From an optimization exercise on the open Yosys and OpenROAD flow, aimed at small area, a short achievable clock period and few clock cycles per item; shortcuts taken in it are not production practice.
Where RTL was checked, it was by simulation tests only, not by an equivalence proof against the original.
For runs 2 and 3, only the layout was checked, not whether the RTL still works.
No driver is modelled on the clock port, so clocking that relies on it looks cheaper here than on a real chip.
Power figures rest on the tool's default switching activity, not on a simulated workload.

===== flow/flow/run.sh =====
#!/bin/bash
# Standard layout, with three changes to how it is made:
#  - the port buffers the standard flow's flow inserts are made from the smallest plain
#    buffer; repair still resizes any that timing needs;
#  - CTS adds no dummy loads to balance its leaf buffers;
#  - after CTS, one more setup repair pass on the worst path
#    (flow/post_cts.tcl).
set -euo pipefail
export BUFFER_PORTS_ARGS="-buffer_cell sky130_fd_sc_hd__buf_1"
export POST_CTS_TCL="$PWD/flow/post_cts.tcl"
export CTS_ARGS="-sink_clustering_enable -repair_clock_nets -dont_use_dummy_load -buf_list {sky130_fd_sc_hd__clkbuf_4 sky130_fd_sc_hd__clkbuf_8}"
bash standard.sh > standard_flow.log 2>&1

===== flow/flow/post_cts.tcl =====
puts "post_cts: worst setup slack before [worst_slack -max]"
repair_timing -setup -setup_margin 5.6 -repair_tns 0 -verbose
detailed_placement
check_placement -verbose
puts "post_cts: worst setup slack after [worst_slack -max]"

===== flow/standard.sh =====
#!/bin/bash
# synth_recipe.tcl (not shown) runs the flow's synth.tcl, then flattens the netlist and writes it again
# the make line also repeats each setting of config.mk as NAME=value (left out here)
make -C /OpenROAD-flow-scripts/flow DESIGN_CONFIG=/design/flow/config.mk WORK_HOME=/design/flow/orfs CLKGATE_MAP_FILE= SYNTH_SCRIPT=/design/flow/synth_recipe.tcl "${@:-finish}"

===== flow/config.mk =====
export PLATFORM = sky130hd
export DESIGN_NAME = alpha_compositor
export DESIGN_NICKNAME = alpha_compositor
export VERILOG_FILES = /design/flow/design.v
export SDC_FILE = /design/flow/constraint.sdc
export NUM_CORES = 4
export LEC_CHECK = 0
export CAP_MARGIN = 20
export CORE_MARGIN = 2
export CORE_UTILIZATION = 50
export CTS_BUF_LIST = sky130_fd_sc_hd__clkbuf_4 sky130_fd_sc_hd__clkbuf_8
export SETUP_SLACK_MARGIN = 5
export SLEW_MARGIN = 20
export TNS_END_PERCENT = 0

===== flow/constraint.sdc =====
create_clock -name core_clock -period 8.0 [get_ports {clk}]
set_input_delay 1.6000 -clock core_clock [delete_from_list [all_inputs] [get_ports {clk}]]
set_output_delay 1.6000 -clock core_clock [all_outputs]
set_load 0.01 [all_outputs]

===== flow/design.v =====
package blend_pkg;
	typedef logic [8-1:0] channel_t;
	typedef struct packed
	{
		channel_t r;
		channel_t g;
		channel_t b;
	} rgb_t;
	typedef logic [12-1:0] pixel_addr_t;
	typedef struct packed
	{
		pixel_addr_t addr;   
		rgb_t rgb;           
		channel_t alpha;     
		logic last;          
	} src_entry_t;
	typedef struct packed
	{
		pixel_addr_t addr;   
		rgb_t rgb;           
		logic last;          
	} res_entry_t;
endpackage
module alpha_blend_sum
(
	input logic [7:0] s,
	input logic [7:0] d,
	input logic [7:0] a,
	output logic [15:0] n0,
	output logic [15:0] n1
);
	logic [7:0] m0;
	logic [7:0] m1;
	logic [7:0] m2;
	logic [7:0] m3;
	logic [7:0] m4;
	logic [7:0] m5;
	logic [7:0] m6;
	logic [7:0] m7;
	logic u1;
	logic u2;
	logic u3;
	logic u4;
	logic u5;
	logic u6;
	logic u7;
	logic u8;
	logic u9;
	logic u10;
	logic u11;
	logic u12;
	logic u13;
	logic u14;
	logic u15;
	logic u16;
	logic u17;
	logic u18;
	logic u19;
	logic u20;
	logic u21;
	logic u22;
	logic u23;
	logic u24;
	logic u25;
	logic u26;
	logic u27;
	logic u28;
	logic u29;
	logic u30;
	logic u31;
	logic u32;
	logic u33;
	logic u34;
	logic u35;
	logic u36;
	logic u37;
	logic u38;
	logic u39;
	logic u40;
	logic u41;
	logic u42;
	logic u43;
	logic u44;
	logic u45;
	logic u46;
	logic u47;
	logic u48;
	logic u49;
	logic u50;
	logic u51;
	logic u52;
	logic u53;
	logic u54;
	logic u55;
	logic u56;
	logic u57;
	logic u58;
	logic u59;
	logic u60;
	logic u61;
	logic u62;
	logic u63;
	logic u64;
	logic u65;
	logic u66;
	logic u67;
	logic u68;
	logic u69;
	logic u70;
	logic u71;
	logic u72;
	logic u73;
	logic u74;
	logic u75;
	logic u76;
	logic u77;
	logic u78;
	logic u79;
	logic u80;
	logic u81;
	logic u82;
	logic u83;
	logic u84;
	assign m0 = a[0] ? s : d;
	assign m1 = a[1] ? s : d;
	assign m2 = a[2] ? s : d;
	assign m3 = a[3] ? s : d;
	assign m4 = a[4] ? s : d;
	assign m5 = a[5] ? s : d;
	assign m6 = a[6] ? s : d;
	assign m7 = a[7] ? s : d;
	assign u1 = m0[6] ^ m1[5];
	assign u2 = m0[6] & m1[5];
	assign u3 = m0[7] ^ m1[6] ^ m2[5];
	assign u4 = (m0[7] & m1[6]) | (m0[7] & m2[5]) | (m1[6] & m2[5]);
	assign u5 = m3[4] ^ m4[3];
	assign u6 = m3[4] & m4[3];
	assign u7 = m1[7] ^ m2[6] ^ m3[5];
	assign u8 = (m1[7] & m2[6]) | (m1[7] & m3[5]) | (m2[6] & m3[5]);
	assign u9 = m4[4] ^ m5[3];
	assign u10 = m4[4] & m5[3];
	assign u11 = m2[7] ^ m3[6] ^ m4[5];
	assign u12 = (m2[7] & m3[6]) | (m2[7] & m4[5]) | (m3[6] & m4[5]);
	assign u13 = m0[4] ^ m1[3];
	assign u14 = m0[4] & m1[3];
	assign u15 = m0[5] ^ m1[4] ^ m2[3];
	assign u16 = (m0[5] & m1[4]) | (m0[5] & m2[3]) | (m1[4] & m2[3]);
	assign u17 = m3[2] ^ m4[1];
	assign u18 = m3[2] & m4[1];
	assign u19 = u1 ^ m2[4] ^ m3[3];
	assign u20 = (u1 & m2[4]) | (u1 & m3[3]) | (m2[4] & m3[3]);
	assign u21 = m4[2] ^ m5[1] ^ m6[0];
	assign u22 = (m4[2] & m5[1]) | (m4[2] & m6[0]) | (m5[1] & m6[0]);
	assign u23 = u2 ^ u3 ^ u5;
	assign u24 = (u2 & u3) | (u2 & u5) | (u3 & u5);
	assign u25 = m5[2] ^ m6[1] ^ m7[0];
	assign u26 = (m5[2] & m6[1]) | (m5[2] & m7[0]) | (m6[1] & m7[0]);
	assign u27 = u4 ^ u6 ^ u7;
	assign u28 = (u4 & u6) | (u4 & u7) | (u6 & u7);
	assign u29 = u9 ^ m6[2] ^ m7[1];
	assign u30 = (u9 & m6[2]) | (u9 & m7[1]) | (m6[2] & m7[1]);
	assign u31 = u8 ^ u10 ^ u11;
	assign u32 = (u8 & u10) | (u8 & u11) | (u10 & u11);
	assign u33 = m5[4] ^ m6[3] ^ m7[2];
	assign u34 = (m5[4] & m6[3]) | (m5[4] & m7[2]) | (m6[3] & m7[2]);
	assign u35 = u12 ^ m3[7] ^ m4[6];
	assign u36 = (u12 & m3[7]) | (u12 & m4[6]) | (m3[7] & m4[6]);
	assign u37 = m5[5] ^ m6[4] ^ m7[3];
	assign u38 = (m5[5] & m6[4]) | (m5[5] & m7[3]) | (m6[4] & m7[3]);
	assign u39 = m4[7] ^ m5[6] ^ m6[5];
	assign u40 = (m4[7] & m5[6]) | (m4[7] & m6[5]) | (m5[6] & m6[5]);
	assign u41 = m0[3] ^ m1[2];
	assign u42 = m0[3] & m1[2];
	assign u43 = u13 ^ m2[2] ^ m3[1];
	assign u44 = (u13 & m2[2]) | (u13 & m3[1]) | (m2[2] & m3[1]);
	assign u45 = u14 ^ u15 ^ u17;
	assign u46 = (u14 & u15) | (u14 & u17) | (u15 & u17);
	assign u47 = u16 ^ u18 ^ u19;
	assign u48 = (u16 & u18) | (u16 & u19) | (u18 & u19);
	assign u49 = u20 ^ u22 ^ u23;
	assign u50 = (u20 & u22) | (u20 & u23) | (u22 & u23);
	assign u51 = u24 ^ u26 ^ u27;
	assign u52 = (u24 & u26) | (u24 & u27) | (u26 & u27);
	assign u53 = u28 ^ u30 ^ u31;
	assign u54 = (u28 & u30) | (u28 & u31) | (u30 & u31);
	assign u55 = u32 ^ u34 ^ u35;
	assign u56 = (u32 & u34) | (u32 & u35) | (u34 & u35);
	assign u57 = u36 ^ u38 ^ u39;
	assign u58 = (u36 & u38) | (u36 & u39) | (u38 & u39);
	assign u59 = u40 ^ m5[7] ^ m6[6];
	assign u60 = (u40 & m5[7]) | (u40 & m6[6]) | (m5[7] & m6[6]);
	assign u61 = m0[2] ^ m1[1];
	assign u62 = m0[2] & m1[1];
	assign u63 = u41 ^ m2[1] ^ m3[0];
	assign u64 = (u41 & m2[1]) | (u41 & m3[0]) | (m2[1] & m3[0]);
	assign u65 = u42 ^ u43 ^ m4[0];
	assign u66 = (u42 & u43) | (u42 & m4[0]) | (u43 & m4[0]);
	assign u67 = u44 ^ u45 ^ m5[0];
	assign u68 = (u44 & u45) | (u44 & m5[0]) | (u45 & m5[0]);
	assign u69 = u46 ^ u47 ^ u21;
	assign u70 = (u46 & u47) | (u46 & u21) | (u47 & u21);
	assign u71 = u48 ^ u49 ^ u25;
	assign u72 = (u48 & u49) | (u48 & u25) | (u49 & u25);
	assign u73 = u50 ^ u51 ^ u29;
	assign u74 = (u50 & u51) | (u50 & u29) | (u51 & u29);
	assign u75 = u52 ^ u53 ^ u33;
	assign u76 = (u52 & u53) | (u52 & u33) | (u53 & u33);
	assign u77 = u54 ^ u55 ^ u37;
	assign u78 = (u54 & u55) | (u54 & u37) | (u55 & u37);
	assign u79 = u56 ^ u57 ^ m7[4];
	assign u80 = (u56 & u57) | (u56 & m7[4]) | (u57 & m7[4]);
	assign u81 = u58 ^ u59 ^ m7[5];
	assign u82 = (u58 & u59) | (u58 & m7[5]) | (u59 & m7[5]);
	assign u83 = u60 ^ m6[7] ^ m7[6];
	assign u84 = (u60 & m6[7]) | (u60 & m7[6]) | (m6[7] & m7[6]);
	assign n0 = {1'b0, u84, u82, u80, u78, u76, u74, u72, u70, u68, u66, u64, u62, u61, m0[1], m0[0]};
	assign n1 = {1'b0, m7[7], u83, u81, u79, u77, u75, u73, u71, u69, u67, u65, u63, m2[0], m1[0], 1'b0};
endmodule
module alpha_blend_div
(
	input logic [15:0] n0,
	input logic [15:0] n1,
	output logic [7:0] q
);
	logic v1;
	logic v2;
	logic v3;
	logic v4;
	logic v5;
	logic v6;
	logic v7;
	logic v8;
	logic v9;
	logic v10;
	logic v11;
	logic v12;
	logic v13;
	logic v14;
	logic v15;
	logic v16;
	logic v17;
	logic v18;
	logic v19;
	logic v20;
	logic v21;
	logic v22;
	logic v23;
	logic v24;
	logic v25;
	logic v26;
	logic v27;
	logic v28;
	logic v29;
	logic v30;
	logic v31;
	logic v32;
	logic v33;
	logic v34;
	logic v35;
	logic v36;
	logic v37;
	logic v38;
	logic v39;
	logic v40;
	logic v41;
	logic v42;
	logic v43;
	logic v44;
	logic [23:0] x0;
	logic [23:0] x1;
	logic [23:0] t;
	assign v1 = n0[0] ^ n0[8];
	assign v2 = n0[0] & n0[8];
	assign v3 = n0[1] ^ n0[9] ^ n1[1];
	assign v4 = (n0[1] & n0[9]) | (n0[1] & n1[1]) | (n0[9] & n1[1]);
	assign v5 = n0[2] ^ n0[10] ^ n1[2];
	assign v6 = (n0[2] & n0[10]) | (n0[2] & n1[2]) | (n0[10] & n1[2]);
	assign v7 = n0[3] ^ n0[11] ^ n1[3];
	assign v8 = (n0[3] & n0[11]) | (n0[3] & n1[3]) | (n0[11] & n1[3]);
	assign v9 = n0[4] ^ n0[12] ^ n1[4];
	assign v10 = (n0[4] & n0[12]) | (n0[4] & n1[4]) | (n0[12] & n1[4]);
	assign v11 = n0[5] ^ n0[13] ^ n1[5];
	assign v12 = (n0[5] & n0[13]) | (n0[5] & n1[5]) | (n0[13] & n1[5]);
	assign v13 = n0[6] ^ n0[14] ^ n1[6];
	assign v14 = (n0[6] & n0[14]) | (n0[6] & n1[6]) | (n0[14] & n1[6]);
	assign v15 = v1 ^ n1[8];
	assign v16 = v1 & n1[8];
	assign v17 = v2 ^ v3 ^ n1[9];
	assign v18 = (v2 & v3) | (v2 & n1[9]) | (v3 & n1[9]);
	assign v19 = v4 ^ v5 ^ n1[10];
	assign v20 = (v4 & v5) | (v4 & n1[10]) | (v5 & n1[10]);
	assign v21 = v6 ^ v7 ^ n1[11];
	assign v22 = (v6 & v7) | (v6 & n1[11]) | (v7 & n1[11]);
	assign v23 = v8 ^ v9 ^ n1[12];
	assign v24 = (v8 & v9) | (v8 & n1[12]) | (v9 & n1[12]);
	assign v25 = v10 ^ v11 ^ n1[13];
	assign v26 = (v10 & v11) | (v10 & n1[13]) | (v11 & n1[13]);
	assign v27 = v12 ^ v13 ^ n1[14];
	assign v28 = (v12 & v13) | (v12 & n1[14]) | (v13 & n1[14]);
	assign v29 = v14 ^ n0[7] ^ n1[7];
	assign v30 = (v14 & n0[7]) | (v14 & n1[7]) | (n0[7] & n1[7]);
	assign v31 = n0[8] ^ n1[8];
	assign v32 = n0[8] & n1[8];
	assign v33 = n0[9] ^ n1[9];
	assign v34 = n0[9] & n1[9];
	assign v35 = n0[10] ^ n1[10];
	assign v36 = n0[10] & n1[10];
	assign v37 = n0[11] ^ n1[11];
	assign v38 = n0[11] & n1[11];
	assign v39 = n0[12] ^ n1[12];
	assign v40 = n0[12] & n1[12];
	assign v41 = n0[13] ^ n1[13];
	assign v42 = n0[13] & n1[13];
	assign v43 = n0[14] ^ n1[14];
	assign v44 = n0[14] & n1[14];
	assign x0 = {v44, v42, v40, v38, v36, v34, v32, v30, v28, v26, v24, v22, v20, v18, v16, v15, n0[7], n0[6], n0[5], n0[4], n0[3], n0[2], n0[1], n0[0]};
	assign x1 = {1'b0, v43, v41, v39, v37, v35, v33, v31, v29, v27, v25, v23, v21, v19, v17, 1'b1, n1[7], n1[6], n1[5], n1[4], n1[3], n1[2], n1[1], 1'b1};
	assign t = x0 + x1;
	assign q = t[23:16];
endmodule
module alpha_compositor
(
	input logic clk,
	input logic reset,
	input logic src_valid,
	output logic src_ready,
	input blend_pkg::pixel_addr_t src_addr,
	input blend_pkg::channel_t src_r,
	input blend_pkg::channel_t src_g,
	input blend_pkg::channel_t src_b,
	input blend_pkg::channel_t src_a,
	input logic src_last,
	output logic wb_cyc,
	output logic wb_stb,
	output logic wb_we,
	output blend_pkg::pixel_addr_t wb_adr,
	output blend_pkg::rgb_t wb_dat_w,
	input blend_pkg::rgb_t wb_dat_r,
	input logic wb_ack,
	output logic frame_done
);
	logic busy;
	logic wlast;        
	logic bv;
	logic [23:0] b_s;
	logic [7:0] b_a;
	logic [23:0] b_d;
	logic [11:0] b_addr;
	logic b_last;
	logic [2:0] k1;     
	logic s1v;
	logic [15:0] s1n0;
	logic [15:0] s1n1;
	logic rdy;          
	logic hz;           
	logic rd_ack;
	logic wr_ack;
	logic free;
	logic wb_free;
	logic pv;
	logic b_done;
	logic issue_r;
	logic issue_w;
	logic load_b;
	logic s1_take;
	logic s1_load;
	logic [7:0] ch_s;
	logic [7:0] ch_d;
	logic [15:0] ch_n0;
	logic [15:0] ch_n1;
	logic [7:0] ch_q;
	assign wb_cyc = busy;
	assign wb_stb = busy;
	assign src_ready = rdy;
	assign rd_ack = busy && !wb_we && wb_ack;
	assign wr_ack = busy && wb_we && wb_ack;
	assign free = !busy || wr_ack;
	assign wb_free = !(busy && wb_we) || wb_ack;
	assign pv = src_valid && !rdy;
	assign b_done = bv && (k1 == 3'd0);
	assign issue_r = free && pv;
	assign issue_w = (rd_ack && bv) || (free && !pv && b_done);
	assign load_b = rd_ack && !hz;
	assign s1_take = s1v && wb_free;
	assign s1_load = (k1 != 3'd0) && (!s1v || s1_take);
	assign ch_s = b_s[23:16];
	assign ch_d = b_d[23:16];
	alpha_blend_sum sum_u (.s(ch_s), .d(ch_d), .a(b_a), .n0(ch_n0), .n1(ch_n1));
	alpha_blend_div div_u (.n0(s1n0), .n1(s1n1), .q(ch_q));
	always_ff @(posedge clk)
	begin
		if (!reset)
		begin
			busy <= 1'b0;
			bv <= 1'b0;
			k1 <= 3'd0;
			s1v <= 1'b0;
			rdy <= 1'b0;
			hz <= 1'b0;
			frame_done <= 1'b0;
		end
		else
		begin
			frame_done <= wr_ack && wlast;
			rdy <= load_b;
			hz <= bv && (src_addr == b_addr);
			if (issue_r || issue_w)
				busy <= 1'b1;
			else if (wb_ack)
				busy <= 1'b0;
			if (load_b)
				bv <= 1'b1;
			else if (issue_w)
				bv <= 1'b0;
			if (load_b)
				k1 <= 3'b001;
			else if (s1_load)
				k1 <= {k1[1:0], 1'b0};
			if (s1_load)
				s1v <= 1'b1;
			else if (s1_take)
				s1v <= 1'b0;
		end
	end
	always_ff @(posedge clk)
	begin
		if (issue_r)
		begin
			wb_we <= 1'b0;
			wb_adr <= src_addr;
		end
		else if (issue_w)
		begin
			wb_we <= 1'b1;
			wb_adr <= b_addr;
			wlast <= b_last;
		end
		if (rd_ack)
			b_d <= wb_dat_r;
		else if (s1_load)
			b_d[23:8] <= b_d[15:0];
		if (load_b)
		begin
			b_s <= {src_r, src_g, src_b};
			b_a <= src_a;
			b_addr <= src_addr;
			b_last <= src_last;
		end
		else if (s1_load)
			b_s[23:8] <= b_s[15:0];
		if (s1_load)
		begin
			s1n0 <= ch_n0;
			s1n1 <= ch_n1;
		end
		if (s1_take && k1[1])
			wb_dat_w[23:16] <= ch_q;
		if (s1_take && k1[2])
			wb_dat_w[15:8] <= ch_q;
		if (s1_take && k1 == 3'd0)
			wb_dat_w[7:0] <= ch_q;
	end
endmodule

==> summary.md, run 1 <==
| Metric | Value |
|---|---|
| DRT Pass-1 Iters | `4` |
| Setup_tns | `0 ps` |
| Mapped Nets | `729` |
| FILL cells | `1304` |
| Vias in the first global route | `4860` |
| Die Span Y | `130.1 um` |
| Fin crit share | `0.3817` |
| Final wirelength | `15150 um` |
| Die ar. | `0.01692 mm2` |
| Routability cong. | `0.8505` |
| Peak supply drop | `0.0001042 V` |
| Die width | `130.1 um` |
| Reg2reg path depth | `9` |
| Final #Nets | `874` |
| Core Box Area | `0.01571 mm2` |
| Cells after DPL | `886` |
| Final Hold Viols | `0` |
| Initial DRC count | `200` |
| CP Launch Type | `flip-flop` |
| Overall global routing resource usage | `0.1903` |
| Mapped Cells | `571` |
| Starting density of the core | `0.5058` |
| Number of max-cap violations | `0` |
| RSZ-0062 raised after global routing | `true` |
| Reg2reg setup slack | `4950 ps` |
| Ys async rst share | `0` |
| Post-synthesis sequential area ratio | `0.5353` |
| CTS tree | `yes` |
| R2R Path Start | `div_u.n1[6]$_DFFE_PP_` |
| Min Tclk post-route | `3053 ps` |
| # diodes | `0` |
| Layout cell share with drive strength beyond 1 | `0.2003` |
| P per Cell Area | `225.3 mW/mm2` |
| Clock Skews | `23.22 ps` |
| Slew headroom | `0.3190` |
| DR DRC count | `0` |
| IO buf count | `113` |
| Ranking of synthesized cells by area | `edfxtp_1, fa_1, mux2_2` |
| Synth Cell Area | `0.007948 mm2` |
| Max-slew violation count | `0` |
| Primary FF master, synth | `edfxtp_1` |
| Achievable Freq | `327.5 MHz` |
| Latest clock arrival within the worst-skew pair | `430 ps` |
| Reg clk slew, reported paths | `70 ps` |
| Hold Path Depth | `0` |
| Initial antenna violation count | `0` |
| Crit path DAT | `3220 ps` |
| Dpl hpwl | `11100 um` |
| GR Overflow Total | `0` |
| Post-synth top area cell | `edfxtp_1` |
| Area grow syn2layout | `15.87%` |
| Outcome | `no timing/DRC/antenna violations` |
| Via count | `4701` |
| I/O Pins | `114` |
| Drt wl/cell | `16.28 um` |
| DR vias/cell | `5.055` |
| Largest net degree at the start of global routing | `32` |
| Min-delay worst type | `reg2reg` |
| Slew at the pin closest to its max-slew limit | `1013 ps` |
| Crit path capture type | `flip-flop` |
| Required @ worst endpoint | `8160 ps` |
| Syn Area/Cell | `13.92 um2` |
| Commonest cells in the netlist | `edfxtp_1, mux2_2, nand2_1, inv_1, fa_1` |
| Maximum fanout along the worst path | `4` |
| Post-synth cell types | `46` |
| Yosys top cell area share | `0.5101` |
| Post-route ant nets | `0` |
| Leak | `3.455 nW` |
| Sinks on Clock Net | `145` |
| First-pass GRT wire length | `24300 um` |
| Ys Warns | `1` |
| Num rows | `46` |
| Number of flops mapped to enable cells by yosys | `135` |
| Layout Cells excl Fill | `930` |
| Flops & latches, synth | `145` |
| Top-count cell post-synth | `edfxtp_1` |
| Post-place setup slack | `3963 ps` |
| Setup violators final | `0` |
| Reg2reg end | `wb_dat_w[22]$_DFFE_PP_` |
| WS Path Type | `reg2reg` |
| Worst Setup EP | `wb_dat_w[22]$_DFFE_PP_` |
| Final worst slack | `4947 ps` |
| Crit path launch | `div_u.n1[6]$_DFFE_PP_` |
## worst max-delay path: stages (launching register included)
cell,delay [ps]
edfxtp_1,470
fa_2,420
fa_1,470
ha_1,360
nand4_1,170
nor2_2,70
and3_4,190
nor4_4,380
o21ai_2,110
xnor2_2,170
## stage by stage
step | utilization | power, mW | area, um2 | hold WS [ps]
6_report | 0.5861 | 2.075 | 9209 | 432.1
5_1_grt | 0.5861 | 2.217 | 9209 | 442.3
3_5_place_dp | 0.5477 | 1.602 | 8606 | 411.1
3_3_place_gp | 0.5477 | 1.580 | 8606 | 409.3
2_1_floorplan | - | 1.419 | 7954 | 400.3
## cell type report
class                           instances  area [um2]  share of cell area
Sequential cell                       145        4254              0.4620
Multi-Input combinational cell        354        3593              0.3902
Timing Repair Buffer                  141       634.4             0.06889
Tap cell                              216       270.3             0.02935
Clock buffer                           17       234.0             0.02541
Inverter                               56       215.2             0.02337
Timing Repair inverter                  1       7.507           0.0008152
## state kept, by name, summed over array words and instances, names as in the netlist, 3 cells and up
signal    cells
k1            3
wb_adr       12
s1n0         15
div_u.n1     14
b_addr       12
b_d          24
wb_dat_w     24
b_a           8
b_s          24
## power by group
group	internal (mW)	switching [mW]	leakage, nW
logic	0.299	0.377	2.01
registers	0.949	0.0401	1.32
clock network	0.187	0.222	0.122
total	1.43	0.640	3.46
## how the worst min path moves through the flow
| stage | startpoint | end | slack (ps) |
|---|---|---|---|
| 5_1_grt | b_last$_DFFE_PP_ | wlast$_DFFE_PP_ | 440 |
| 3_5_place_dp | b_last$_DFFE_PP_ | wlast$_DFFE_PP_ | 410 |
| 6_report | b_last$_DFFE_PP_ | wlast$_DFFE_PP_ | 430 |
| 2_1_floorplan | b_last$_DFFE_PP_ | wlast$_DFFE_PP_ | 400 |
| 3_3_place_gp | b_last$_DFFE_PP_ | wlast$_DFFE_PP_ | 410 |
## layer usage
layer	vias to the layer above	track usage	wire length, um
met3	13	0.05576	709
met5	-	0	0
met1	2282	0.2474	6682
met2	108	0.3135	7570
li1	2298	-	-
met4	0	0.05503	182
## cell families (layout without fill, tap and decap cells)
family | Yosys count | in the layout | share of synthesized area
flip-flops | 145 | 145 | 0.5353
AND/OR/NAND/NOR | 112 | 112 | 0.06423
multiplexers | 92 | 92 | 0.1261
adder cells (fa/ha/maj) | 85 | 85 | 0.1792
buffers and inverters | 72 | 215 | 0.03511
AO/OA/AOI/OAI | 47 | 47 | 0.04030
XOR/XNOR | 18 | 18 | 0.01984
## cell usage in the layout (no fill, tap or decap), types with 4 or more instances in the layout
| cell type | n |
|---|---|
| o21a_1 | 4 |
| ha_1 | 32 |
| mux2_2 | 61 |
| xnor2_1 | 13 |
| mux2_1 | 4 |
| ha_4 | 4 |
| a21oi_1 | 18 |
| mux2i_1 | 27 |
| inv_1 | 53 |
| nor2_1 | 15 |
| dfxtp_1 | 10 |
| clkbuf_8 | 17 |
| o21ai_0 | 6 |
| nand3_1 | 9 |
| nand2b_1 | 6 |
| fa_1 | 46 |
| buf_1 | 113 |
| nand4_1 | 4 |
| buf_4 | 28 |
| nand2_1 | 57 |
| edfxtp_1 | 135 |
Testbench counts, summed over its fixed seeds: cycles 34,519, pixels 5,905.
==> run 2, diff against run 1 <==
--- a/flow/design.v
+++ b/flow/design.v
@@ -352,13 +352,13 @@
 	logic [15:0] s1n0;
 	logic [15:0] s1n1;
 	logic rdy;          
-	logic hz;           
 	logic rd_ack;
 	logic wr_ack;
 	logic free;
 	logic wb_free;
 	logic pv;
 	logic b_done;
+	logic barrier;
 	logic issue_r;
 	logic issue_w;
 	logic load_b;
@@ -378,9 +378,10 @@
 	assign wb_free = !(busy && wb_we) || wb_ack;
 	assign pv = src_valid && !rdy;
 	assign b_done = bv && (k1 == 3'd0);
-	assign issue_r = free && pv;
-	assign issue_w = (rd_ack && bv) || (free && !pv && b_done);
-	assign load_b = rd_ack && !hz;
+	assign barrier = bv && b_last;   
+	assign issue_r = free && pv && !barrier;
+	assign issue_w = (rd_ack && bv) || (free && (!pv || barrier) && b_done);
+	assign load_b = rd_ack;
 	assign s1_take = s1v && wb_free;
 	assign s1_load = (k1 != 3'd0) && (!s1v || s1_take);
 	assign ch_s = b_s[23:16];
@@ -396,14 +397,12 @@
 			k1 <= 3'd0;
 			s1v <= 1'b0;
 			rdy <= 1'b0;
-			hz <= 1'b0;
 			frame_done <= 1'b0;
 		end
 		else
 		begin
 			frame_done <= wr_ack && wlast;
 			rdy <= load_b;
-			hz <= bv && (src_addr == b_addr);
 			if (issue_r || issue_w)
 				busy <= 1'b1;
 			else if (wb_ack)
==> run 2 against run 1 <==
Still clean; first-iteration DRC count is 2.5% lower; register-to-register slack worse by 50 ps; die area is 0.54% lower; critical path type unchanged; highest routed layer unchanged.
==> summary.md, run 2 <==
| Metric | Value |
|---|---|
| Outcome | `no timing/DRC/antenna violations` |
| Post-route cell area | `0.009102 mm2 (-1.2%)` |
| Slew headroom | `0.3313 (+0.01230)` |
| Synth Cell Area | `0.007903 mm2 (-0.57%)` |
| Clock Skews | `38.65 ps (+15.43 ps)` |
| Placed cell area | `0.008569 mm2 (-0.42%)` |
| Synth Area in XOR/XNOR | `0.008866 (-0.01097)` |
| Flops & latches, synth | `144 (-0.69%)` |
| Reg clk slew, reported paths | `70 ps (about the same)` |
| Die Span Y | `129.7 um (-0.27%)` |
| Final worst slack | `4898 ps (-48.35 ps)` |
| Min-delay worst type | `reg2reg` |
| Synth Area in Compound Gates | `0.05573 (+0.01543)` |
| Largest net degree at the start of global routing | `70 (+120%)` |
| Post-route ant nets | `0 (unchanged)` |
| Top flop regs | `b_d x24, b_s x24, wb_dat_w x24` |
| Crit path capture type | `flip-flop` |
| Initial DRC count | `195 (-2.5%)` |
| Crit path DAT | `3270 ps (+50 ps)` |
| Die width | `129.7 um (-0.27%)` |
| Post-synthesis mux area share | `0.1496 (+0.02352)` |
| IO buf count | `113 (unchanged)` |
| First-pass GRT wire length | `24690 um (+1.6%)` |
| CP Launch Type | `flip-flop` |
| Slew at the pin closest to its max-slew limit | `999.3 ps (-13.80 ps)` |
| Core Box Area | `0.01531 mm2 (-2.5%)` |
| R2R Path Start | `div_u.n1[4]$_DFFE_PP_` |
| Cells after DPL | `849 (-4.2%)` |
| Achievable Freq | `322.4 MHz (-1.6%)` |
| Worst hold start | `b_last$_DFFE_PP_` |
| Largest family of logic cells by synthesized area | `adder cells` |
| Mapped Cells | `535 (-6.3%)` |
| Critical Path Max Stage Delay | `570 ps (+100 ps)` |
| Required @ worst endpoint | `8170 ps (about the same)` |
| Ranking of synthesized cells by area | `edfxtp_1, fa_1, mux2_2` |
| Num rows | `45 (-2.2%)` |
| DRT Pass-1 Iters | `4 (unchanged)` |
| Initial antenna violation count | `0 (unchanged)` |
| DR DRC count | `0 (unchanged)` |
| Vias in the first global route | `4872 (+0.25%)` |
| Setup violators final | `0 (unchanged)` |
| # diodes | `0 (unchanged)` |
| Drt wl/cell | `17.03 um (+4.6%)` |
| Via count | `4641 (-1.3%)` |
| Top-count cell post-synth | `edfxtp_1` |
| Ys async rst share | `0 (unchanged)` |
| Peak supply drop | `0.0001292 V (+24%)` |
| Layout cell share with drive strength beyond 1 | `0.2202 (+0.01996)` |
| Post-synthesis sequential area ratio | `0.5358 (about the same)` |
| WS Path Type | `reg2reg` |
| Final wirelength | `15040 um (-0.69%)` |
| Post-synth top area cell | `edfxtp_1` |
| GR Overflow Total | `0 (unchanged)` |
| Number of flops mapped to enable cells by yosys | `135 (unchanged)` |
| Synth Area in Simple Gates | `0.03879 (-0.02544)` |
| RSZ-0062 raised after global routing | `true` |
| Commonest cells in the netlist | `edfxtp_1, mux2_2, inv_1, fa_1, ha_1` |
| Yosys top cell area share | `0.5130 (+0.002907)` |
| Post-place setup slack | `4520 ps (+557.3 ps)` |
| Most frequent cells in the layout | `edfxtp_1, buf_1, mux2_2` |
| CTS tree | `yes` |
| Sinks on Clock Net | `144 (-0.69%)` |
| P per Cell Area | `257.1 mW/mm2 (+14%)` |
| Latest clock arrival within the worst-skew pair | `440 ps (about the same)` |
| Dpl hpwl | `10990 um (-1.0%)` |
| Syn Area/Cell | `14.77 um2 (+6.1%)` |
| Mapped Nets | `693 (-4.9%)` |
| Critical path cell sequence | `fa_1 -> fa_1 -> ha_4 -> nand4_1 -> nor4_4 -> o311ai_4 -> nand4_1 -> o211ai_1 -> xnor2_1` |
| Number of max-cap violations | `0 (unchanged)` |
| Final Hold Viols | `0 (unchanged)` |
| Maximum fanout along the worst path | `4 (unchanged)` |
| Ys Warns | `1 (unchanged)` |
| Final Core Density | `0.5944 (+0.008282)` |
| Routability cong. | `0.8555 (+0.59%)` |
| Max-slew violation count | `0 (unchanged)` |
| Pwr Total | `2.340 mW (+13%)` |
| Overall global routing resource usage | `0.1926 (+0.002265)` |
| Final #Nets | `832 (-4.8%)` |
| Die ar. | `0.01683 mm2 (-0.54%)` |
| Starting density of the core | `0.5160 (+0.01020)` |
| Primary FF master, synth | `edfxtp_1` |
| Hold WS | `449.0 ps (+16.89 ps)` |
| Slowest-stage cell, CP | `fa_1` |
| Leak | `3.345 nW (-3.2%)` |
| Area grow syn2layout | `15.18%` |
| Post-synth cell types | `49 (+6.5%)` |
| DR vias/cell | `5.256 (+4.0%)` |
| Setup_tns | `0 ps (unchanged)` |
| Commonest non-fill, non-tap cell in the layout | `edfxtp_1` |
| Post-Synth Adder-Cell Area | `0.1802 (+0.001021)` |
| I/O Pins | `114 (unchanged)` |
| Min Tclk post-route | `3102 ps (+48.35 ps)` |
| Crit path launch | `div_u.n1[4]$_DFFE_PP_` |
| Layout Cells excl Fill | `883 (-5.1%)` |
| Fin crit share | `0.3877 (+0.006044)` |
run 2: path summary, 6_finish.rpt:
path / end / slack [ps] / depth (start not counted)
max reg2reg: wb_dat_w[23]$_DFFE_PP_ / 4900 / 9
min: wlast$_DFFE_PP_ / 450 / 0
min reg2reg: wlast$_DFFE_PP_ / 450 / 0
max: wb_dat_w[23]$_DFFE_PP_ / 4900 / 9
run 2: final cells by class:
cell class | count | area, um2
flip-flops and latches | 144 | 4234
clock buffers | 17 | 234.0
inverters | 50 | 187.7
fillers | 1263 | 6212
repair buffers | 133 | 574.3
well taps | 211 | 264.0
multi-input cells | 328 | 3608
run 2: routing by layer:
layer / wire (um) / share of wire / up-vias / track usage
li1: - / - / 2237 / -
met4: 365 / 0.024 / 0 / 0.07970
met2: 7624 / 0.51 / 106 / 0.3225
met5: 0 / 0 / - / 0
met3: 460 / 0.031 / 25 / 0.03731
met1: 6589 / 0.44 / 2273 / 0.2485
run 2: logic make-up after synthesis:
| logic type | after synthesis |
|---|---|
| AOI/OAI and AO/OA | 69 |
| xor gates and xnor gates | 8 |
| adders and majority gates | 85 |
| buffers and inverters | 63 |
| DFF | 144 |
| muxes | 108 |
| and+or+nand+nor | 58 |
run 2: critical path, delay by kind of cell (launching register included):
| family | cells | cell delay, ps |
|---|---|---|
| adder cells (fa/ha/maj) | 3 | 1340 |
| AND/OR/NAND/NOR | 3 | 640 |
| flip-flops | 1 | 420 |
| XOR/XNOR | 1 | 170 |
| AO/OA/AOI/OAI | 2 | 300 |
run 2: report_power, final:
| part | leakage, nW | total (mW) | internal (mW) | switching (mW) |
|---|---|---|---|---|
| sequential | 1.31 | 1.02 | 0.974 | 0.0502 |
| clock | 0.122 | 0.406 | 0.187 | 0.220 |
| combinational | 1.91 | 0.909 | 0.407 | 0.503 |
==> run 3, diff against run 2 <==
--- a/flow/config.mk
+++ b/flow/config.mk
@@ -7,7 +7,7 @@
 export LEC_CHECK = 0
 export CAP_MARGIN = 20
 export CORE_MARGIN = 2
-export CORE_UTILIZATION = 50
+export CORE_UTILIZATION = 40
 export CTS_BUF_LIST = sky130_fd_sc_hd__clkbuf_4 sky130_fd_sc_hd__clkbuf_8
 export SETUP_SLACK_MARGIN = 5
 export SLEW_MARGIN = 20
==> run 3 against run 2 <==
Still clean on timing, DRC and antenna; fmax is 0.85% lower; register-to-register slack worse by 30 ps; via count down 0.97%; area after synthesis unchanged; utilization is 13 points lower; worst hold slack improved by 27 ps; combinational power shrank 7.6%; design area shrank 0.85%; die area up 24%; sequential cell count unchanged; sequential share of layout area is 0.40 points higher; highest routed layer unchanged.
==> summary.md, run 3 <==
| Metric | Value |
|---|---|
| IO buf count | `113 (unchanged)` |
| CTS tree | `yes` |
| Slew headroom | `0.3246 (-0.006681)` |
| # diodes | `0 (unchanged)` |
| Num rows | `51 (+13%)` |
| Commonest cells in the netlist | `edfxtp_1, mux2_2, inv_1, fa_1, ha_1` |
| Reg clk slew, reported paths | `80 ps (about the same)` |
| P per Cell Area | `252.0 mW/mm2 (-2.0%)` |
| Drt wl/cell | `16.39 um (-3.8%)` |
| Final worst slack | `4872 ps (-26.64 ps)` |
| Max-slew violation count | `0 (unchanged)` |
| Slew at the pin closest to its max-slew limit | `1009 ps (+9.983 ps)` |
| Final wirelength | `15200 um (+1.0%)` |
| Post-synthesis sequential area ratio | `0.5358 (unchanged)` |
| Synth Cell Area | `0.007903 mm2 (unchanged)` |
| Latest clock arrival within the worst-skew pair | `440 ps (about the same)` |
| Min-delay worst type | `reg2reg` |
| CP Launch Type | `flip-flop` |
| Clock Skews | `40.17 ps (+1.521 ps)` |
| Die ar. | `0.02090 mm2 (+24%)` |
| Crit path capture type | `flip-flop` |
| Primary FF master, synth | `edfxtp_1` |
| I/O Pins | `114 (unchanged)` |
| Post-synth cell types | `49 (unchanged)` |
| Dpl hpwl | `11390 um (+3.6%)` |
| Mapped Cells | `535 (unchanged)` |
| Starting density of the core | `0.4074 (-0.1086)` |
| Sinks on Clock Net | `144 (unchanged)` |
| Die Span Y | `144.6 um (+11%)` |
| Largest net degree at the start of global routing | `70 (unchanged)` |
| Pwr Total | `2.274 mW (-2.8%)` |
| FILL cells | `1782 (+41%)` |
| Layout cell share with drive strength beyond 1 | `0.2054 (-0.01480)` |
| Post-place setup slack | `4465 ps (-54.87 ps)` |
| Fin crit share | `0.3910 (+0.003330)` |
| Syn Area/Cell | `14.77 um2 (unchanged)` |
| Die width | `144.6 um (+11%)` |
| Min Tclk post-route | `3128 ps (+26.64 ps)` |
| Maximum fanout along the worst path | `4 (unchanged)` |
| Required @ worst endpoint | `8140 ps (-30 ps)` |
| Ranking of synthesized cells by area | `edfxtp_1, fa_1, mux2_2` |
| Setup violators final | `0 (unchanged)` |
| Achievable Freq | `319.7 MHz (-0.85%)` |
| Top flop regs | `b_d x24, b_s x24, wb_dat_w x24` |
| Initial antenna violation count | `0 (unchanged)` |
| Leak | `3.282 nW (-1.9%)` |
| GR Overflow Total | `0 (unchanged)` |
| Number of flops mapped to enable cells by yosys | `135 (unchanged)` |
| Most frequent cells in the layout | `edfxtp_1, buf_1, mux2_2` |
| Via count | `4596 (-0.97%)` |
| WS Path Type | `reg2reg` |
| Cells after DPL | `903 (+6.4%)` |
| Crit path DAT | `3260 ps (about the same)` |
| Flops & latches, synth | `144 (unchanged)` |
| First-pass GRT wire length | `24740 um (+0.19%)` |
| Vias in the first global route | `4919 (+0.96%)` |
| Setup_tns | `0 ps (unchanged)` |
| Ys Warns | `1 (unchanged)` |
| Overall global routing resource usage | `0.1557 (-0.03685)` |
| Routability cong. | `0.9269 (+8.3%)` |
| Post-route ant nets | `0 (unchanged)` |
| Final #Nets | `822 (-1.2%)` |
| Initial DRC count | `210 (+7.7%)` |
| DRT Pass-1 Iters | `4 (unchanged)` |
| Yosys top cell area share | `0.5130 (unchanged)` |
| DR DRC count | `0 (unchanged)` |
| Final Hold Viols | `0 (unchanged)` |
| Number of max-cap violations | `0 (unchanged)` |
| Layout Cells excl Fill | `927 (+5.0%)` |
| Core Box Area | `0.01940 mm2 (+27%)` |
| DR vias/cell | `4.958 (-5.7%)` |
| RSZ-0062 raised after global routing | `true` |
| Ys async rst share | `0 (unchanged)` |
| Top-count cell post-synth | `edfxtp_1` |
| Outcome | `no timing/DRC/antenna violations` |
| Area grow syn2layout | `14.20%` |
| Post-synth top area cell | `edfxtp_1` |
| Mapped Nets | `693 (unchanged)` |
| Peak supply drop | `0.0001334 V (+3.3%)` |
| Commonest non-fill, non-tap cell in the layout | `edfxtp_1` |
[run 3: cell type report]
cell class | count | area (um2) | share of cell area
inverter | 50 | 187.7 | 0.02080
tap | 265 | 331.6 | 0.03674
multi-input combinational | 328 | 3538 | 0.3921
timing repair buffer | 123 | 499.2 | 0.05532
clock buffer | 17 | 234.0 | 0.02593
sequential | 144 | 4234 | 0.4692
[run 3: metal layers]
metal,vias up,global-route usage,part of all wire
li1,2211,-,-
met3,19,0.03311,0.039
met1,2233,0.1948,0.44
met4,0,0.05774,0.022
met2,133,0.2667,0.50
met5,-,0,0
[run 3: final timing paths]
path / startpoint / endpoint / slack [ps] / depth (start not counted)
setup / recovery: b_a[3]$_DFFE_PP_ / div_u.n1[8]$_DFFE_PP_ / 4870 / 8
hold reg to reg: k1[1]$_SDFFE_PP0P_ / k1[2]$_SDFFE_PP0P_ / 480 / 2
setup reg to reg: b_a[3]$_DFFE_PP_ / div_u.n1[8]$_DFFE_PP_ / 4870 / 8
hold / removal: k1[1]$_SDFFE_PP0P_ / k1[2]$_SDFFE_PP0P_ / 480 / 2
[run 3: per-stage QoR]
step	hold slack, ps	instance area, um2	utilization
2_1_floorplan	426.8	7916	-
3_3_place_gp	442.3	8637	0.4452
3_5_place_dp	453.1	8637	0.4452
5_1_grt	496.3	9025	0.4652
6_report	475.8	9025	0.4652
[run 3: logic make-up after synthesis]
kind of cell,after synthesis,share of synthesized area
AO/OA/AOI/OAI,69,0.05573
XOR/XNOR,8,0.008867
adder cells (fa/ha/maj),85,0.1802
buffers and inverters,63,0.03103
flip-flops,144,0.5358
multiplexers,108,0.1496
AND/OR/NAND/NOR,58,0.03879
[run 3: power by group]
part / internal [mW] / leakage, nW / switching, mW
sequential: 0.974 / 1.31 / 0.0529
clock: 0.187 / 0.122 / 0.221
combinational: 0.362 / 1.85 / 0.478
total: 1.52 / 3.28 / 0.751
[run 3: critical path, stage by stage, from the launching register on]
cell      delay [ps]
edfxtp_1         520
mux2i_1          190
fa_1             560
inv_1             50
fa_1             470
inv_1             50
fa_1             510
inv_2             50
fa_1             430
==> run 4, diff against run 3 <==
--- a/flow/design.v
+++ b/flow/design.v
@@ -357,6 +357,8 @@
 	logic free;
 	logic wb_free;
 	logic pv;
+	logic pr;
+	logic po;
 	logic b_done;
 	logic barrier;
 	logic issue_r;
@@ -377,11 +379,13 @@
 	assign free = !busy || wr_ack;
 	assign wb_free = !(busy && wb_we) || wb_ack;
 	assign pv = src_valid && !rdy;
+	assign pr = pv && (src_a != 8'hff);
+	assign po = pv && (src_a == 8'hff);
 	assign b_done = bv && (k1 == 3'd0);
 	assign barrier = bv && b_last;   
-	assign issue_r = free && pv && !barrier;
-	assign issue_w = (rd_ack && bv) || (free && (!pv || barrier) && b_done);
-	assign load_b = rd_ack;
+	assign issue_r = free && pr && !barrier;
+	assign issue_w = (rd_ack && bv) || (free && (!pr || barrier) && b_done);
+	assign load_b = rd_ack || (free && po && (!bv || issue_w));
 	assign s1_take = s1v && wb_free;
 	assign s1_load = (k1 != 3'd0) && (!s1v || s1_take);
 	assign ch_s = b_s[23:16];
@@ -438,15 +442,18 @@
 			b_d <= wb_dat_r;
 		else if (s1_load)
 			b_d[23:8] <= b_d[15:0];
-		if (load_b)
+		if (k1 == 3'd0)
 		begin
 			b_s <= {src_r, src_g, src_b};
 			b_a <= src_a;
-			b_addr <= src_addr;
-			b_last <= src_last;
 		end
 		else if (s1_load)
 			b_s[23:8] <= b_s[15:0];
+		if (load_b)
+		begin
+			b_addr <= src_addr;
+			b_last <= src_last;
+		end
 		if (s1_load)
 		begin
 			s1n0 <= ch_n0;
==> run 4 against run 3 <==
Area after synthesis decreased by 0.46%; highest routed layer unchanged; still clean on timing, DRC and antenna; via count fell by 1.4%; cell count is 0.65% lower.
==> summary.md, run 4 <==
| Metric | Value |
|---|---|
| Post-synth cell types | `54 (+10%)` |
| Dpl hpwl | `11750 um (+3.1%)` |
| Via count | `4532 (-1.4%)` |
| Slew headroom | `0.3405 (+0.01594)` |
| Slew at the pin closest to its max-slew limit | `981.1 ps (-28.26 ps)` |
| Layout Cells excl Fill | `921 (-0.65%)` |
| Core Box Area | `0.01940 mm2 (unchanged)` |
| Starting density of the core | `0.4055 (-0.001870)` |
| Leak | `3.446 nW (+5.0%)` |
| Synth Area in XOR/XNOR | `0.007794 (-0.001073)` |
| Die ar. | `0.02080 mm2 (-0.44%)` |
| Ys async rst share | `0 (unchanged)` |
| Primary FF master, synth | `edfxtp_1` |
| Hold Path Depth | `0 (-2)` |
| # diodes | `0 (unchanged)` |
| Achievable Freq | `322.9 MHz (+1.0%)` |
| Post-Synth Adder-Cell Area | `0.1810 (+0.0008311)` |
| Post-synthesis sequential area ratio | `0.5383 (+0.002471)` |
| Crit path DAT | `3280 ps (+20 ps)` |
| Final Core Density | `0.4725 (+0.007288)` |
| Setup violators final | `0 (unchanged)` |
| Latest clock arrival within the worst-skew pair | `450 ps (about the same)` |
| RSZ-0062 raised after global routing | `true` |
| Min-delay worst type | `reg2reg` |
| Top flop regs | `b_d x24, b_s x24, wb_dat_w x24` |
| Vias in the first global route | `4932 (+0.26%)` |
| Synth Area in Compound Gates | `0.05472 (-0.001015)` |
| Yosys top cell area share | `0.5153 (+0.002366)` |
| Ranking of synthesized cells by area | `edfxtp_1, fa_1, mux2_2` |
| Required @ worst endpoint | `8180 ps (+40 ps)` |
| Outcome | `no timing/DRC/antenna violations` |
| Post-synthesis mux area share | `0.1529 (+0.003235)` |
| Maximum fanout along the worst path | `4 (unchanged)` |
| Routability cong. | `0.8808 (-5.0%)` |
| Area grow syn2layout | `16.53%` |
| CTS tree | `yes` |
| Initial DRC count | `176 (-16%)` |
| Met3 usage | `0.04073 (+0.007616)` |
| CP Launch Type | `flip-flop` |
| Commonest cells in the netlist | `edfxtp_1, mux2_2, inv_1, fa_1, ha_1` |
| Reg clk slew, reported paths | `90 ps (about the same)` |
| Fin crit share | `0.3871 (-0.003918)` |
| DRT Pass-1 Iters | `4 (unchanged)` |
| Final wirelength | `15740 um (+3.6%)` |
| Overall global routing resource usage | `0.1632 (+0.007466)` |
| Final Hold Viols | `0 (unchanged)` |
| Initial antenna violation count | `0 (unchanged)` |
| Commonest non-fill, non-tap cell in the layout | `edfxtp_1` |
| Synth Cell Area | `0.007866 mm2 (-0.46%)` |
| Ys Warns | `1 (unchanged)` |
| Cells after DPL | `880 (-2.5%)` |
| Post-synth top area cell | `edfxtp_1` |
| Mapped Cells | `513 (-4.1%)` |
| Min Tclk post-route | `3097 ps (-31.34 ps)` |
| WS Path Type | `reg2reg` |
| Crit path capture type | `flip-flop` |
| Flops & latches, synth | `144 (unchanged)` |
| Reg2reg path depth | `9 (+1)` |
| Grt met2 use | `0.2697 (+0.003024)` |
| GRT busiest layer | `met2` |
| Clock Skews | `27.19 ps (-12.98 ps)` |
| Final #Nets | `816 (-0.73%)` |
| Most frequent cells in the layout | `edfxtp_1, buf_1, mux2_2` |
| Setup_tns | `0 ps (unchanged)` |
| DR vias/cell | `4.921 (-0.75%)` |
| Syn Area/Cell | `15.33 um2 (+3.8%)` |
| Top-count cell post-synth | `edfxtp_1` |
| Max-slew violation count | `0 (unchanged)` |
| Met1 Use GR | `0.2097 (+0.01493)` |
| DR DRC count | `0 (unchanged)` |
| I/O Pins | `114 (unchanged)` |
| Post-route ant nets | `0 (unchanged)` |
| Mapped Nets | `671 (-3.2%)` |
| Sinks on Clock Net | `144 (unchanged)` |
| Drt wl/cell | `17.09 um (+4.2%)` |
| Placed cell area | `0.008601 mm2 (-0.42%)` |
| IO buf count | `113 (unchanged)` |
| P per Cell Area | `395.5 mW/mm2 (+57%)` |
| Num rows | `51 (unchanged)` |
| Peak supply drop | `0.0001649 V (+24%)` |
| Layout cell share with drive strength beyond 1 | `0.2378 (+0.03237)` |
| Number of flops mapped to enable cells by yosys | `135 (unchanged)` |
| Die width | `144.2 um (-0.22%)` |
| First-pass GRT wire length | `25340 um (+2.5%)` |
| Largest family of logic cells by synthesized area | `adder cells` |
| Die Span Y | `144.2 um (-0.22%)` |
| Synth Area in Simple Gates | `0.03324 (-0.005547)` |
| GR Overflow Total | `0 (unchanged)` |
| Post-route cell area | `0.009166 mm2 (+1.6%)` |
| Largest net degree at the start of global routing | `37 (-47%)` |
| Number of max-cap violations | `0 (unchanged)` |
==> run 4: metrics by stage <==
| stage | total power [mW] | hold WS (ps) | worst slack (ps) |
|---|---|---|---|
| 5_1_grt | 3.920 | 538.8 | 4817 |
| 3_3_place_gp | 2.863 | 464.5 | 4475 |
| 3_5_place_dp | 2.944 | 458.3 | 4326 |
| 2_1_floorplan | 2.445 | 426.8 | 4845 |
| 6_report | 3.625 | 504.7 | 4903 |
==> run 4: cell families after synthesis <==
logic type,count (synthesis)
buffers and inverters,64
AOI/OAI and AO/OA,56
muxes,110
DFF,144
adders and majority gates,85
and+or+nand+nor,47
xor gates and xnor gates,7
==> run 4: area by class of cell <==
cell class / count / area, um2
Clock buffer: 17 / 234.0
Fill cell: 1744 / 10230
Inverter: 50 / 187.7
Multi-Input combinational cell: 305 / 3552
Sequential cell: 144 / 4234
Tap cell: 265 / 331.6
Timing Repair Buffer: 140 / 626.9
==> run 4: per-layer routing <==
layer,part of all wire,wire length (um)
met4,0.019,299
met5,0,0
met3,0.043,677
met2,0.49,7721
met1,0.45,7040
==> run 4: report_power, final <==
part | leakage [nW] | internal, mW | switching (mW) | total (mW)
combinational | 1.96 | 0.885 | 1.07 | 1.95
clock | 0.122 | 0.187 | 0.233 | 0.420
sequential | 1.36 | 1.14 | 0.108 | 1.25
==> run 4: final timing paths <==
kind,from,end,slack (ps)
min,b_last$_DFFE_PP_,wlast$_DFFE_PP_,500
max,div_u.n1[4]$_DFFE_PP_,wb_dat_w[5]$_DFFE_PP_,4900
min reg2reg,b_last$_DFFE_PP_,wlast$_DFFE_PP_,500
max reg2reg,div_u.n1[4]$_DFFE_PP_,wb_dat_w[5]$_DFFE_PP_,4900
==> run 4: critical path, stage by stage (launching register included) <==
cell and delay [ps]:
edfxtp_1 430, fa_1 520, fa_1 490, ha_1 350, a21oi_1 170, o21ai_2 90
a31oi_1 320, o31ai_4 150, o21bai_1 210, xnor2_1 130
Testbench counts of run 4, summed over its fixed seeds: cycles 34,025, pixels 5,905.
==> run 5, diff against run 4 <==
--- a/flow/config.mk
+++ b/flow/config.mk
@@ -9,6 +9,7 @@
 export CORE_MARGIN = 2
 export CORE_UTILIZATION = 40
 export CTS_BUF_LIST = sky130_fd_sc_hd__clkbuf_4 sky130_fd_sc_hd__clkbuf_8
+export PLACE_DENSITY = 0.7
 export SETUP_SLACK_MARGIN = 5
 export SLEW_MARGIN = 20
 export TNS_END_PERCENT = 0
==> run 5 against run 4 <==
Utilization shrank 0.35 points; global-route usage decreased by 0.12 points; clock-buffer cell count did not move; worst hold slack lost 45 ps; setup slack got worse by 84 ps.
==> summary.md, run 5 <==
| Metric | Value |
|---|---|
| Outcome | `no timing/DRC/antenna violations` |
| Synth Area in XOR/XNOR | `0.007794 (unchanged)` |
| Max-slew violation count | `0 (unchanged)` |
| Syn Area/Cell | `15.33 um2 (unchanged)` |
| Peak supply drop | `0.0002011 V (+22%)` |
| Clock Skews | `30.41 ps (+3.220 ps)` |
| Sinks on Clock Net | `144 (unchanged)` |
| Crit path capture type | `flip-flop` |
| CP most frequent cell | `fa_1` |
| Fin crit share | `0.3976 (+0.01046)` |
| Via count | `4598 (+1.5%)` |
| Area of the multi-input gates | `0.003528 mm2 (-0.67%)` |
| Final Hold Viols | `0 (unchanged)` |
| Synth Area in Simple Gates | `0.03324 (unchanged)` |
| I/O Pins | `114 (unchanged)` |
| Setup_tns | `0 ps (unchanged)` |
| Required @ worst endpoint | `8170 ps (about the same)` |
| Hold WS | `460.1 ps (-44.60 ps)` |
| Commonest cells in the netlist | `edfxtp_1, mux2_2, inv_1, fa_1, ha_1` |
| Routability cong. | `0.8664 (-1.6%)` |
| Leak | `3.412 nW (-0.97%)` |
| Min Tclk post-route | `3181 ps (+83.71 ps)` |
| Post-synth cell types | `54 (unchanged)` |
| Ys async rst share | `0 (unchanged)` |
| Overall global routing resource usage | `0.1620 (-0.001214)` |
| Die width | `144.2 um (unchanged)` |
| Initial antenna violation count | `0 (unchanged)` |
| CP bufs+invs | `3 (+3)` |
| Dpl hpwl | `11720 um (-0.24%)` |
| Crit path max-delay family | `adder cells` |
| Die Span Y | `144.2 um (unchanged)` |
| Maximum fanout along the worst path | `4 (unchanged)` |
| Die ar. | `0.02080 mm2 (unchanged)` |
| Final wirelength | `15950 um (+1.3%)` |
| Layout cell share with drive strength beyond 1 | `0.2215 (-0.01627)` |
| Num rows | `51 (unchanged)` |
| Starting density of the core | `0.4055 (unchanged)` |
| GR Overflow Total | `0 (unchanged)` |
| Slowest-stage cell, CP | `fa_1` |
| Initial DRC count | `233 (+32%)` |
| Critical Path Max Stage Delay | `560 ps (+40 ps)` |
| Crit path launch | `s1n0[9]$_DFFE_PP_` |
| Primary FF master, synth | `edfxtp_1` |
| Top-count cell post-synth | `edfxtp_1` |
| # diodes | `0 (unchanged)` |
| DR DRC count | `0 (unchanged)` |
| Post-Synth Adder-Cell Area | `0.1810 (unchanged)` |
| Slew headroom | `0.3902 (+0.04968)` |
| Top flop regs | `b_d x24, b_s x24, wb_dat_w x24` |
| Synth Area in Compound Gates | `0.05472 (unchanged)` |
| Final #Nets | `810 (-0.74%)` |
| Core Box Area | `0.01940 mm2 (unchanged)` |
| Post-synth top area cell | `edfxtp_1` |
| Number of max-cap violations | `0 (unchanged)` |
| Latest clock arrival within the worst-skew pair | `450 ps (about the same)` |
| Number of flops mapped to enable cells by yosys | `135 (unchanged)` |
| WS Path Type | `reg2reg` |
| Ranking of synthesized cells by area | `edfxtp_1, fa_1, mux2_2` |
| RSZ-0062 raised after global routing | `true` |
| IO buf count | `113 (unchanged)` |
| Slew at the pin closest to its max-slew limit | `911.3 ps (-69.72 ps)` |
| Reg clk slew, reported paths | `90 ps (about the same)` |
| Min-delay worst type | `reg2reg` |
| Post-synthesis sequential area ratio | `0.5383 (unchanged)` |
| Achievable Freq | `314.4 MHz (-2.6%)` |
| Flops & latches, synth | `144 (unchanged)` |
| First-pass GRT wire length | `25410 um (+0.27%)` |
| Reg2reg path depth | `12 (+3)` |
| Setup violators final | `0 (unchanged)` |
| FILL cells | `1744 (unchanged)` |
| Mapped Nets | `671 (unchanged)` |
| Post-route ant nets | `0 (unchanged)` |
| CTS tree | `yes` |
| Synth Cell Area | `0.007866 mm2 (unchanged)` |
| Area grow syn2layout | `15.65%` |
| CP Launch Type | `flip-flop` |
| Register Area | `0.004234 mm2 (unchanged)` |
| Largest net degree at the start of global routing | `37 (unchanged)` |
| R2R Path Start | `s1n0[9]$_DFFE_PP_` |
| Mapped Cells | `513 (unchanged)` |
| Most frequent cells in the layout | `edfxtp_1, buf_1, mux2_2` |
| Critical path depth | `12 (+3)` |
| Reg2reg end | `wb_dat_w[13]$_DFFE_PP_` |
| Largest family of logic cells by synthesized area | `adder cells` |
| Drt wl/cell | `17.43 um (+2.0%)` |
| Reg2reg setup slack | `4820 ps (-80 ps)` |
| DR vias/cell | `5.025 (+2.1%)` |
| Ys Warns | `1 (unchanged)` |
| Commonest non-fill, non-tap cell in the layout | `edfxtp_1` |
| Worst Setup EP | `wb_dat_w[13]$_DFFE_PP_` |
| Post-synthesis mux area share | `0.1529 (unchanged)` |
| P per Cell Area | `395.8 mW/mm2 (about the same)` |
| Critical path cell sequence | `fa_1 -> inv_1 -> fa_1 -> inv_2 -> ha_4 -> nand3_1 -> o211ai_1 -> a41oi_2 -> o31ai_2 -> buf_4 -> o21bai_1 -> xnor2_2` |
| Crit path DAT | `3360 ps (+80 ps)` |
| DRT Pass-1 Iters | `4 (unchanged)` |
| Yosys top cell area share | `0.5153 (unchanged)` |
| Vias in the first global route | `4930 (-0.041%)` |
## run 5: kinds of logic (layout without fill, tap and decap cells)
logic type / Yosys count / count (layout)
AND/OR/NAND/NOR: 47 / 47
buffers and inverters: 64 / 201
AO/OA/AOI/OAI: 56 / 56
flip-flops: 144 / 144
multiplexers: 110 / 110
adder cells (fa/ha/maj): 85 / 85
XOR/XNOR: 7 / 7
## run 5: final cells by class
class,instances,share of cell area
flip-flops and latches,144,0.4654
inverters,50,0.02063
well taps,265,0.03645
clock buffers,17,0.02572
multi-input cells,305,0.3878
repair buffers,134,0.06395
## run 5: routing by layer
| metal | part of all wire | up-vias | global-route usage |
|---|---|---|---|
| met5 | 0 | - | 0 |
| met4 | 0.027 | 0 | 0.06847 |
| met3 | 0.040 | 31 | 0.03576 |
| met2 | 0.50 | 129 | 0.2734 |
| met1 | 0.44 | 2293 | 0.2020 |
| li1 | - | 2145 | - |
## run 5: per-stage QoR
| stage | utilization | setup slack (ps) | area, um2 | std cells | total power, mW |
|---|---|---|---|---|---|
| finish | 0.4690 | 4819 | 9097 | 915 | 3.601 |
| detailed placement | 0.4434 | 4266 | 8601 | 880 | 2.941 |
| floorplan | - | 4845 | 7876 | 513 | 2.445 |
| global placement | 0.4434 | 4457 | 8601 | 880 | 2.864 |
| global route | 0.4690 | 4675 | 9097 | 915 | 3.875 |
## run 5: how the worst min path moves through the flow
stage	depth (start not counted)	to	startpoint
6_report	0	wlast$_DFFE_PP_	b_last$_DFFE_PP_
5_1_grt	0	wlast$_DFFE_PP_	b_last$_DFFE_PP_
3_5_place_dp	0	wlast$_DFFE_PP_	b_last$_DFFE_PP_
3_3_place_gp	0	wlast$_DFFE_PP_	b_last$_DFFE_PP_
2_1_floorplan	0	wlast$_DFFE_PP_	b_last$_DFFE_PP_
## run 5: power breakdown
group	internal, mW	total [mW]	switching, mW
Sequential	1.14	1.25	0.108
Clock	0.187	0.425	0.238
Combinational	0.865	1.92	1.06
Total	2.20	3.60	1.40
==> run 6, diff against run 5 <==
--- a/flow/config.mk
+++ b/flow/config.mk
@@ -7,9 +7,8 @@
 export LEC_CHECK = 0
 export CAP_MARGIN = 20
 export CORE_MARGIN = 2
-export CORE_UTILIZATION = 40
+export CORE_UTILIZATION = 58
 export CTS_BUF_LIST = sky130_fd_sc_hd__clkbuf_4 sky130_fd_sc_hd__clkbuf_8
-export PLACE_DENSITY = 0.7
 export SETUP_SLACK_MARGIN = 5
 export SLEW_MARGIN = 20
 export TNS_END_PERCENT = 0
==> run 6 against run 5 <==
First-iteration DRC count down 25%; global-route usage up 5.7 points; cell count down 9.3%; synthesized cell count unchanged; via count down 2.4%; register-to-register slack better by 80 ps.
==> summary.md, run 6 <==
| Metric | Value |
|---|---|
| Outcome | `no timing/DRC/antenna violations` |
| Ys async rst share | `0 (unchanged)` |
| Die width | `120.5 um (-16%)` |
| Sinks on Clock Net | `144 (unchanged)` |
| Slew at the pin closest to its max-slew limit | `738.7 ps (-172.7 ps)` |
| P per Cell Area | `394.8 mW/mm2 (-0.25%)` |
| CP most frequent cell | `a21oi_1` |
| Flops & latches, synth | `144 (unchanged)` |
| Final wirelength | `14510 um (-9.0%)` |
| Synth Area in Simple Gates | `0.03324 (unchanged)` |
| Clock network fraction of total power | `0.114 (-0.004)` |
| Synth Cell Area | `0.007866 mm2 (unchanged)` |
| Worst hold start | `b_last$_DFFE_PP_` |
| Most frequent cells in the layout | `edfxtp_1, buf_1, mux2_2` |
| Post-synth cell types | `54 (unchanged)` |
| Final Core Density | `0.6829 (+0.2139)` |
| Latest clock arrival within the worst-skew pair | `440 ps (about the same)` |
| RSZ-0062 raised after global routing | `true` |
| Required @ worst endpoint | `8190 ps (+20 ps)` |
| Mapped Nets | `671 (unchanged)` |
| Part of the power in registers | `0.350 (+0.002)` |
| Sw frac | `0.3822 (-0.007772)` |
| Hold path endpoint | `wlast$_DFFE_PP_` |
| R2R Path Start | `s1n0[14]$_DFFE_PP_` |
| Yosys top cell area share | `0.5153 (unchanged)` |
| Reg2reg path depth | `9 (-3)` |
| Post-place setup slack | `4308 ps (+41.78 ps)` |
| CP Launch Type | `flip-flop` |
| DRT Pass-1 Iters | `5 (+1)` |
| Number of flops mapped to enable cells by yosys | `135 (unchanged)` |
| Initial antenna violation count | `0 (unchanged)` |
| Slew headroom | `0.5057 (+0.1155)` |
| Via count | `4489 (-2.4%)` |
| # diodes | `0 (unchanged)` |
| Initial DRC count | `175 (-25%)` |
| CTS tree | `yes` |
| I/O Pins | `114 (unchanged)` |
| Die Span Y | `120.5 um (-16%)` |
| Synth Area in XOR/XNOR | `0.007794 (unchanged)` |
| Setup_tns | `0 ps (unchanged)` |
| Reg2reg setup slack | `4900 ps (+80 ps)` |
| DR DRC count | `0 (unchanged)` |
| Reg clk slew, reported paths | `80 ps (about the same)` |
| Ranking of synthesized cells by area | `edfxtp_1, fa_1, mux2_2` |
| Largest family of logic cells by synthesized area | `adder cells` |
| Largest net degree at the start of global routing | `37 (unchanged)` |
| Final Hold Viols | `0 (unchanged)` |
| Routability cong. | `0.8874 (+2.4%)` |
| Area grow syn2layout | `14.97%` |
| Synth Area in Compound Gates | `0.05472 (unchanged)` |
| Starting density of the core | `0.5940 (+0.1885)` |
| Num rows | `42 (-18%)` |
| Internal | `2.206 mW (+0.42%)` |
| Commonest cells in the netlist | `edfxtp_1, mux2_2, inv_1, fa_1, ha_1` |
| WS Path Type | `reg2reg` |
| Dpl hpwl | `10910 um (-6.9%)` |
| Setup violators final | `0 (unchanged)` |
| Top-count cell post-synth | `edfxtp_1` |
| Post-synthesis mux area share | `0.1529 (unchanged)` |
| Leak | `3.434 nW (+0.63%)` |
| Ys Warns | `1 (unchanged)` |
| Hold Path Depth | `0 (unchanged)` |
| Post-route cell area | `0.009044 mm2 (-0.59%)` |
| Layout cell share with drive strength beyond 1 | `0.2309 (+0.009348)` |
| Layout Cells excl Fill | `830 (-9.3%)` |
| IO buf count | `113 (unchanged)` |
| Vias in the first global route | `4721 (-4.2%)` |
| Critical Path Max Stage Delay | `580 ps (+20 ps)` |
| Drt wl/cell | `17.48 um (+0.31%)` |
| Max-slew violation count | `0 (unchanged)` |
| Post-Synth Adder-Cell Area | `0.1810 (unchanged)` |
| Top flop regs | `b_d x24, b_s x24, wb_dat_w x24` |
| Clock Skews | `27.37 ps (-3.045 ps)` |
| Post-synth top area cell | `edfxtp_1` |
| Critical path cell sequence | `fa_1 -> fa_2 -> ha_4 -> a21oi_1 -> o21ai_2 -> a31oi_1 -> o31ai_4 -> a21oi_1 -> xnor2_2` |
| Post-synthesis sequential area ratio | `0.5383 (unchanged)` |
| Maximum fanout along the worst path | `5 (+1)` |
| Cells after DPL | `792 (-10%)` |
| Commonest non-fill, non-tap cell in the layout | `edfxtp_1` |
| Overall global routing resource usage | `0.2188 (+0.05678)` |
| Fin crit share | `0.3878 (-0.009805)` |
| Min-delay worst type | `reg2reg` |
| Die ar. | `0.01451 mm2 (-30%)` |
| Slowest-stage cell, CP | `fa_2` |
| Reg2reg end | `wb_dat_w[10]$_DFFE_PP_` |
| Number of max-cap violations | `0 (unchanged)` |
| Placed cell area | `0.008491 mm2 (-1.3%)` |
| Min Tclk post-route | `3102 ps (-78.44 ps)` |
| Pwr Total | `3.571 mW (-0.84%)` |
| Post-route ant nets | `0 (unchanged)` |
| Hold WS | `457.9 ps (-2.215 ps)` |
| Mapped Cells | `513 (unchanged)` |
| Final worst slack | `4898 ps (+78.44 ps)` |
| Peak supply drop | `0.0001679 V (-16%)` |
| Crit path DAT | `3290 ps (-70 ps)` |
| DR vias/cell | `5.408 (+7.6%)` |
| Comb pwr share | `0.536 (+0.002)` |
| GR Overflow Total | `0 (unchanged)` |
| Primary FF master, synth | `edfxtp_1` |
| Sw Pwr | `1.365 mW (-2.8%)` |
| Final #Nets | `814 (+0.49%)` |
| Syn Area/Cell | `15.33 um2 (unchanged)` |
| Achievable Freq | `322.3 MHz (+2.5%)` |
| Core Box Area | `0.01324 mm2 (-32%)` |
| First-pass GRT wire length | `23810 um (-6.3%)` |
| Crit path capture type | `flip-flop` |
-- run 6: how the worst max path moves through the flow --
stage | startpoint | to | depth (start not counted)
2_1_floorplan | wb_ack | div_u.n1[10]$_DFFE_PP_ | 4
3_3_place_gp | src_a[1] | busy$_SDFFE_PN0P_ | 6
3_5_place_dp | src_a[2] | busy$_SDFFE_PN0P_ | 6
5_1_grt | s1n0[14]$_DFFE_PP_ | wb_dat_w[15]$_DFFE_PP_ | 9
6_report | s1n0[14]$_DFFE_PP_ | wb_dat_w[10]$_DFFE_PP_ | 9
-- run 6: worst max-delay path: cells and delay by family (launching register included) --
family,cells,cell delay (ps)
adders and majority gates,3,1350
xor gates and xnor gates,1,100
DFF,1,450
AOI/OAI and AO/OA,5,960
-- run 6: layout make-up --
cell class                 instances  area [um2]
inverter                          50       187.7
timing repair buffer             138       628.1
clock buffer                      17       234.0
multi-input combinational        305        3540
tap                              176       220.2
sequential                       144        4234
fill                             970        4199
-- run 6: cells by family (layout without fill, tap and decap cells) --
family                   after synthesis  count (layout)
XOR/XNOR                               7               7
AND/OR/NAND/NOR                       47              47
buffers and inverters                 64             205
flip-flops                           144             144
multiplexers                         110             110
AO/OA/AOI/OAI                         56              56
adder cells (fa/ha/maj)               85              85
-- run 6: per-layer routing --
metal / routed length (um) / track usage / up-vias / share of wire
met5: 0 / 0 / - / 0
met3: 586 / 0.04764 / 21 / 0.040
met1: 6427 / 0.2901 / 2191 / 0.44
li1: - / - / 2161 / -
met2: 7209 / 0.3570 / 116 / 0.50
met4: 286 / 0.08285 / 0 / 0.020
-- run 6: power by group through the flow --
stage | clock network (mW) | logic, mW | registers, mW
after floorplan | 0 | 1.21 | 1.23
after global placement | 0 | 1.55 | 1.28
after detailed placement | 0 | 1.61 | 1.28
after global routing | 0.447 | 2.16 | 1.27
final | 0.405 | 1.91 | 1.25

what the ideal ports hide:
In the flow no input, the clock included, has a driving cell. The finished layouts below were timed again as built, in two steps.
Step 1, drivers: a clkbuf_16 drives clk and a buf_2 each remaining input, both assumed.
Step 2, shift: input delay + t, output delay - t, t = (earliest + latest rising clock arrival at the registers) / 2. This alone moves slack from input paths to output paths.
a / b / c = no drivers / after step 1 / after step 2; a / b = the first two.
| run | t, ns | slack for setup (ns) |
|---|---|---|
| run 1 | 0.455 | 4.947 / 4.947 / 4.564 |
| run 2 | 0.456 | 4.898 / 4.898 / 4.489 |
| run 3 | 0.451 | 4.872 / 4.872 / 4.506 |
| run 4 | 0.475 | 4.903 / 4.903 / 4.510 |
| run 5 | 0.470 | 4.819 / 4.819 / 4.466 |
| run 6 | 0.461 | 4.898 / 4.898 / 4.560 |
After both steps every run listed still meets setup and hold.
